Background: an optimization exercise with open tools, aiming at small area, a short achievable clock period and few clock cycles per item. Do not read the settings as production practice. The RTL was checked by simulation tests, not by an equivalence proof against the original design. Power is estimated from default activity; no workload was simulated.

==> design.v <==
`default_nettype none
package kvtoe_pkg;
    localparam int ENTRIES = 32;
    localparam int IDX_W   = $clog2(ENTRIES);
    localparam int CNT_W   = $clog2(ENTRIES + 1);
    localparam int ENTRY_W = 64 + 64 + 32 + 1;   
    typedef enum logic [1:0] {
        OP_SET    = 2'd0,
        OP_GET    = 2'd1,
        OP_DELETE = 2'd2,
        OP_CLEAR  = 2'd3
    } t_opcode;
    typedef enum logic [1:0] {
        ST_OK        = 2'd0,
        ST_NOT_FOUND = 2'd1,
        ST_NO_ROOM   = 2'd2
    } t_status;
    typedef enum logic [1:0] {
        S_IDLE,
        S_FIND,
        S_VICTIM,
        S_SHIFT
    } t_state;
    typedef struct packed {
        t_opcode     opcode;
        logic [63:0] lookup_key;
        logic [63:0] new_value;
        logic        keep_flag;
        logic [31:0] now_time;
    } t_in_item;
    typedef struct packed {
        t_status     status;
        logic [63:0] found_value;
        logic [5:0]  entry_count;
    } t_out_item;
    typedef struct packed {
        logic [63:0] key;
        logic [63:0] value;
        logic [31:0] stamp;
        logic        kept;
    } t_entry;
endpackage
`default_nettype wire
`default_nettype none
module key_value_table_oldest_eviction_core(
    input  wire logic                  i_clk,
    input  wire logic                  i_rst_n,
    input  wire logic                  start,
    output logic                       busy,
    input  wire kvtoe_pkg::t_in_item   i_item,
    output logic                       o_strobe,
    output kvtoe_pkg::t_out_item       o_result
);
    localparam int N = kvtoe_pkg::ENTRIES;
    localparam int IW = kvtoe_pkg::IDX_W;
    logic [63:0]   e_key [N];
    logic [63:0]   e_val [N];
    logic [31:0]   e_st  [N];
    logic [N-1:0]  e_kp;
    logic [N-1:0]  vld;
    logic [IW-1:0] pos [N];
    logic [N-1:0]  prec_q [N];    
    logic [5:0]    cnt;
    logic          r_act;
    logic [1:0]    r_op;
    logic [63:0]   r_key, r_val;
    logic          r_keep;
    logic [31:0]   r_time;
    logic [N-1:0]  r_m;
    assign busy = 1'b0;
    logic is_set, is_get, is_del, is_clr;
    assign is_set = r_act && (r_op == kvtoe_pkg::OP_SET);
    assign is_get = r_act && (r_op == kvtoe_pkg::OP_GET);
    assign is_del = r_act && (r_op == kvtoe_pkg::OP_DELETE);
    assign is_clr = r_act && (r_op == kvtoe_pkg::OP_CLEAR);
    logic anyhit, full, allkept;
    assign anyhit  = |r_m;
    assign full    = cnt[5];
    assign allkept = &e_kp;
    logic [N-1:0] prec [N];
    logic [N-1:0] vict;
    always_comb begin
        for (int i = 0; i < N; i++) begin
            for (int j = 0; j < N; j++) begin
                if (j > i)      prec[i][j] = prec_q[i][j];
                else if (j < i) prec[i][j] = !prec_q[j][i];
                else            prec[i][j] = 1'b1;
            end
            vict[i] = !e_kp[i] && &(prec[i] | e_kp);
        end
    end
    logic [N-1:0] freeslot;
    always_comb begin
        logic seen;
        seen = 1'b0;
        for (int i = 0; i < N; i++) begin
            freeslot[i] = !vld[i] && !seen;
            seen = seen || !vld[i];
        end
    end
    logic          upd, do_ins, evict, delhit;
    logic [N-1:0]  w, wnew, rem;
    assign upd    = is_set && anyhit;
    assign do_ins = is_set && !anyhit && !(full && allkept);
    assign evict  = do_ins && full;
    assign delhit = is_del && anyhit;
    assign wnew   = do_ins ? (full ? vict : freeslot) : '0;
    assign w      = (upd ? r_m : '0) | wnew;
    assign rem    = (delhit ? r_m : '0) | (evict ? vict : '0);
    logic [IW-1:0] pos_s, pos_r;
    always_comb begin
        pos_s = '0;
        pos_r = '0;
        for (int i = 0; i < N; i++) begin
            pos_s = pos_s | (r_m[i] ? pos[i] : '0);
            pos_r = pos_r | (rem[i] ? pos[i] : '0);
        end
    end
    logic [N-1:0] c;
    always_comb begin
        for (int j = 0; j < N; j++) begin
            c[j] = (r_time < e_st[j]) ||
                   ((r_time == e_st[j]) && upd && (pos_s < pos[j]));
        end
    end
    logic [5:0] cnt_n;
    always_comb begin
        cnt_n = cnt;
        if (is_clr)                cnt_n = '0;
        else if (do_ins && !full)  cnt_n = cnt + 6'd1;
        else if (delhit)           cnt_n = cnt - 6'd1;
    end
    assign o_strobe = r_act;
    logic [63:0] hitval;
    always_comb begin
        hitval = '0;
        for (int i = 0; i < N; i++) hitval = hitval | (r_m[i] ? e_val[i] : '0);
    end
    always_comb begin
        o_result.entry_count = cnt_n;
        o_result.found_value = is_get ? hitval : '0;
        if ((is_get || is_del) && !anyhit)
            o_result.status = kvtoe_pkg::ST_NOT_FOUND;
        else if (is_set && !anyhit && full && allkept)
            o_result.status = kvtoe_pkg::ST_NO_ROOM;
        else
            o_result.status = kvtoe_pkg::ST_OK;
    end
    logic         keq_prev;
    logic [N-1:0] m_n;
    assign keq_prev = (i_item.lookup_key == r_key);
    always_comb begin
        for (int i = 0; i < N; i++) begin
            if (is_clr)       m_n[i] = 1'b0;
            else if (wnew[i]) m_n[i] = keq_prev;
            else              m_n[i] = vld[i] && !(delhit && r_m[i]) &&
                                       (e_key[i] == i_item.lookup_key);
        end
    end
    always_ff @(posedge i_clk) begin
        if (!i_rst_n) begin
            r_act <= 1'b0;
            vld   <= '0;
            cnt   <= '0;
        end else begin
            r_act <= start;
            cnt   <= cnt_n;
            for (int i = 0; i < N; i++) begin
                if (is_clr || rem[i] && !wnew[i]) vld[i] <= 1'b0;
                else if (wnew[i])                 vld[i] <= 1'b1;
            end
        end
    end
    always_ff @(posedge i_clk) begin
        r_op   <= i_item.opcode;
        r_key  <= i_item.lookup_key;
        r_val  <= i_item.new_value;
        r_keep <= i_item.keep_flag;
        r_time <= i_item.now_time;
        r_m    <= m_n;
    end
    always_ff @(posedge i_clk) begin
        for (int i = 0; i < N; i++) begin
            if (w[i]) begin
                e_key[i] <= r_key;
                e_val[i] <= r_val;
                e_st[i]  <= r_time;
                e_kp[i]  <= r_keep;
            end
            if (wnew[i])
                pos[i] <= full ? IW'(N - 1) : cnt[IW-1:0];
            else if (|rem && pos[i] > pos_r)
                pos[i] <= pos[i] - IW'(1);
            for (int j = i + 1; j < N; j++) begin
                if (w[i])      prec_q[i][j] <= c[j];
                else if (w[j]) prec_q[i][j] <= !c[i];
            end
        end
    end
endmodule
`default_nettype wire
`default_nettype none
module kvtoe_top(
    input  wire logic        clk,
    input  wire logic        rst_n,
    input  wire logic        start,
    output logic             busy,
    input  wire logic [1:0]  in_opcode,
    input  wire logic [63:0] in_key,
    input  wire logic [63:0] in_value,
    input  wire logic        in_keep,
    input  wire logic [31:0] in_time,
    output logic             out_strobe,
    output logic [1:0]       out_status,
    output logic [63:0]      out_value,
    output logic [5:0]       out_count
);
    kvtoe_pkg::t_in_item  item;
    kvtoe_pkg::t_out_item result;
    assign item.opcode     = kvtoe_pkg::t_opcode'(in_opcode);
    assign item.lookup_key = in_key;
    assign item.new_value  = in_value;
    assign item.keep_flag  = in_keep;
    assign item.now_time   = in_time;
    key_value_table_oldest_eviction_core u_core (
        .i_clk    (clk),
        .i_rst_n  (rst_n),
        .start    (start),
        .busy     (busy),
        .i_item   (item),
        .o_strobe (out_strobe),
        .o_result (result)
    );
    assign out_status = result.status;
    assign out_value  = result.found_value;
    assign out_count  = result.entry_count;
endmodule
`default_nettype wire
==> run.sh <==
#!/bin/bash
# synth_recipe.tcl (not shown) runs the flow's synth.tcl, then flattens the netlist and writes it again
# the make line also repeats each setting of config.mk as NAME=value (left out here)
make -C /OpenROAD-flow-scripts/flow DESIGN_CONFIG=/design/flow/config.mk WORK_HOME=/design/flow/orfs CLKGATE_MAP_FILE= SYNTH_SCRIPT=/design/flow/synth_recipe.tcl finish
==> config.mk <==
export PLATFORM = sky130hd
export DESIGN_NAME = kvtoe_top
export DESIGN_NICKNAME = kvtoe_top
export VERILOG_FILES = /design/flow/design.v
export SDC_FILE = /design/flow/constraint.sdc
export NUM_CORES = 4
export LEC_CHECK = 0
export CAP_MARGIN = 20
export CORE_MARGIN = 2
export CORE_UTILIZATION = 45
export SLEW_MARGIN = 20
export SYNTH_MEMORY_MAX_BITS = 8192
==> constraint.sdc <==
create_clock -name core_clock -period 7.0 [get_ports {clk}]
set_input_delay 1.4000 -clock core_clock [delete_from_list [all_inputs] [get_ports {clk}]]
set_output_delay 1.4000 -clock core_clock [all_outputs]
set_load 0.01 [all_outputs]
==> results.sh <==
export IMPL_status="finished clean"
export IMPL_hp_class="flip-flop to flip-flop"
export IMPL_synth_edf_count=5808
export IMPL_drtAntennaViolNets=0
export IMPL_crit_start="u_core.e_kp[24]"
export IMPL_drive_gt1_share_pct=10.4
export IMPL_clock_skew_ns=0.133
export IMPL_grt_overflow_total=0
export IMPL_layout_commonest_cell="edfxtp_1"
export IMPL_endpoint="u_core.pos[28][0]"
export IMPL_r2r_end="u_core.pos[28][0]"
export IMPL_finalNonFillerCells=29071
export IMPL_setup_ws_ns=0.194
export IMPL_routed_wl_mm=1230
export IMPL_clock_fmax_mhz=147
export IMPL_path_clk_slew_ns=0.06
export IMPL_crit_cells=18
export IMPL_crit_path_frequent_cell="buf_4"
export IMPL_r2r_start="u_core.e_kp[24]"
export IMPL_synthToLayoutAreaGrowth_pct=14.4
export IMPL_synthArstFlopShare_pct=0
export IMPL_dpl_cell_count=27763
export IMPL_ys_flop_type="edfxtp_1"
export IMPL_post_cts_buffers=0
export IMPL_portBuffers=238
export IMPL_cap_viol_max_count=0
export IMPL_num_vias=196804
export IMPL_arrival_ns=7.49
export IMPL_rsz0062_at_grt="no"
export IMPL_ys_seq_area_share_pct=66.4
export IMPL_ir_drop_mv=0.279
export IMPL_grt_max_degree=111
export IMPL_wl_per_cell_um=42.3
export IMPL_netlist_area_mm2=0.270
export IMPL_drt_iter0_drc=34741
export IMPL_holdBufCountCts=0
export IMPL_finalCritPeriodShare_pct=97.2
export IMPL_pwr_density_cell_mw_per_mm2=251
export IMPL_yosys_top_cells_area="edfxtp_1, ha_1, xnor2_1, xor2_1, nand4_1"
export IMPL_post_place_ws_ns=0.574
export IMPL_yosys_warnings=7
export IMPL_numCtsBuffers=647
export IMPL_reg2reg_slack_ns=0.19
export IMPL_ios=240
export IMPL_start_util_pct=45.1
export IMPL_clock_tree_root_cell="clkbuf_16"
export IMPL_start_kind="flip-flop"
export IMPL_syn_nets=21048
export IMPL_regArea_mm2=0.179
export IMPL_row_count=284
export IMPL_synth_top_area_share_pct=64.6
export IMPL_finalSetupViolCount=0
export IMPL_synth_avg_cell_area_um2=13.8
export IMPL_grt_usage_pct=39.4
export IMPL_cts_resized=0
export IMPL_hpwl_mm=766
export IMPL_die_y_um=778
export IMPL_clockBufferDepth=4
export IMPL_drc=0
export IMPL_die_area_mm2=0.606
export IMPL_die_w_um=778
export IMPL_cp_buffers_inverters=4
export IMPL_first_global_vias=181216
export IMPL_required_ns=7.68
export IMPL_clock_latency_ns=1.19
export IMPL_slew_violations=0
export IMPL_fill_cells=50498
export IMPL_htreeDepth=6
export IMPL_worst_slew_pin_slew_ns=1.29
export IMPL_layout_common_cells="edfxtp_1, inv_1, ha_1, xnor2_1, nand4_1"
export IMPL_crit_path_end_kind="flip-flop"
export IMPL_finalHoldViolations=0
export IMPL_cellLeakagePower_nw=112
export IMPL_final_cell_area_mm2=0.309
export IMPL_criticalPathCategory="flip-flop to flip-flop"
export IMPL_synthCells=19600
export IMPL_r2r_cells=18
export IMPL_cp_top_family="simple AND/OR/NAND/NOR gates"
export IMPL_cts_tree="yes"
export IMPL_max_slew_margin_pct=13.4
export IMPL_multi_input_area_mm2=0.0825
export IMPL_drt_pre_antenna_iters=7
export IMPL_vias_per_cell=6.77
export IMPL_synth_top_area_cell="edfxtp_1"
export IMPL_layout_min_cycle_time_ns=6.81
export IMPL_synth_seq_cells=6042
export IMPL_nNetsFinal=21855
export IMPL_crit_fanout=17
export IMPL_antenna_found_initial=166
export IMPL_grt_pass1_wl_mm=1620
export IMPL_placed_area_mm2=0.288
export IMPL_synth_distinct_cells=91
export IMPL_critPathMaxStageDelay_ns=0.86
export IMPL_gp_congestion=1.11
export IMPL_crit_chain="buf_4, buf_4, nor2_1, nor4_1, nand4_1, or3_1, nand2_1, a221oi_1, nand3_1, or4_1, buf_12, ha_1, inv_1, a31o_2, a41o_1, maj3_1, a21oi_1, o21ai_0"
export IMPL_clock_sinks=6042
export IMPL_slowest_stage="nand4_1"
export IMPL_core_mm2=0.598
-- worst min-delay path by stage --
stage / startpoint / end / slack, ns / cells past startpoint
after floorplan: u_core.vld[31] / u_core.vld[31] / 0.45 / 2
after global placement: u_core.r_key[47] / u_core.e_key[11][47] / 0.51 / 0
after detailed placement: u_core.r_key[47] / u_core.e_key[7][47] / 0.51 / 0
after CTS: u_core.r_key[47] / u_core.e_key[11][47] / 0.52 / 0
after global routing: u_core.r_key[47] / u_core.e_key[11][47] / 0.53 / 0
final: u_core.r_key[47] / u_core.e_key[11][47] / 0.53 / 0
-- report_power, final --
| part | leakage [nW] | switching [mW] | internal [mW] |
|---|---|---|---|
| clock network | 9.98 | 15.1 | 18.8 |
| logic | 47.9 | 2.81 | 0.971 |
| registers | 54.2 | 0.314 | 39.7 |
| total | 112 | 18.2 | 59.4 |
-- metal layers --
metal | track usage, % | vias up | share of wire, %
li1 | - | 76759 | -
met1 | 50.7 | 99352 | 36
met2 | 57.7 | 16680 | 42
met3 | 12.3 | 3952 | 14
met4 | 25.5 | 61 | 8.1
met5 | 0.196 | - | 0.037
-- stage by stage --
step / utilization [%] / total power, mW / hold WS (ns) / setup TNS (ns)
2_1_floorplan: - / 42.2 / 0.454 / -9.34
3_5_place_dp: 48.2 / 44.3 / 0.511 / 0
5_1_grt: 51.6 / 79.0 / 0.531 / 0
3_3_place_gp: 48.2 / 44.3 / 0.509 / 0
4_1_cts: 51.6 / 77.5 / 0.525 / 0
6_report: 51.7 / 77.6 / 0.526 / 0
-- Yosys cell counts, types with 19 or more instances --
library cell / n
o31ai_1: 47
nand3_1: 168
ha_1: 1282
a2111oi_0: 55
or3_1: 37
nor2_1: 744
mux2i_1: 113
and2_1: 29
a22o_1: 337
nor4_1: 694
or4_1: 37
edfxtp_1: 5808
xnor2_1: 951
o21a_1: 133
inv_1: 1426
a221oi_1: 423
maj3_1: 35
o21bai_1: 23
a221o_1: 19
a31oi_1: 21
o21ai_0: 346
nand2_1: 806
xor2_1: 797
nor2b_1: 518
clkinv_1: 19
o221ai_1: 40
o22ai_1: 237
nand2b_1: 55
buf_1: 208
nand4_1: 893
a21o_1: 378
a211oi_1: 22
dfxtp_1: 234
clkbuf_1: 726
and3_1: 21
a22oi_1: 632
a21oi_1: 725
o2bb2ai_1: 103
nor3_1: 218
o2111ai_1: 19
-- cells by family after synthesis --
kind of cell | share of synthesized area, %
AO/OA/AOI/OAI | 9.66
XOR/XNOR | 5.67
adder cells (fa/ha/maj) | 6.07
buffers and inverters | 3.36
flip-flops | 66.4
multiplexers | 0.436
other | 0.00139
AND/OR/NAND/NOR | 8.42
-- cell type report --
cell class / count / share of cell area, %
multi-input combinational: 11154 / 26.7
clock buffer: 840 / 5.60
tap: 8008 / 3.24
clock inverter: 343 / 1.03
sequential: 6042 / 58.1
inverter: 1450 / 1.83
timing repair buffer: 1112 / 3.38
antenna: 122 / 0.0989
-- flip-flops by register name, indices dropped and copies added (netlist names), 32 cells and up --
register,flops
u_core.r_m,32
u_core.e_val,2048
u_core.r_val,64
u_core.prec_q,496
u_core.e_kp,32
u_core.e_key,2048
u_core.vld,32
u_core.e_st,1024
u_core.r_time,32
u_core.pos,160
u_core.r_key,64
Testbench counts, summed over its fixed seeds: cycles 5,029, items 5,029.

==> static timing again, ports no longer ideal <==
No port has a modelled driver above. Below, the same layout with a new extraction and two added sets of constraints.
Step 1: set_driving_cell puts a clkbuf_16 on clk and a buf_2 on each other input, an assumption about the parent block.
Step 2 times the ports against the registers' clock, not the clock port: input delays grow and output delays shrink by t, the midpoint of the rising clock arrivals with the driver on.
a / b / c = ideal / step 1 / step 2; a / b = the first two.
t, ns: 1.270
setup WS [ns]: 0.194 / 0.182 / 0.194
worst data-port slew with drivers (ns): 0.13
After both steps setup and hold are still met in this run. The setup slack of this run moves by -0.012 ns with the drivers and by 0.000 ns with both steps.
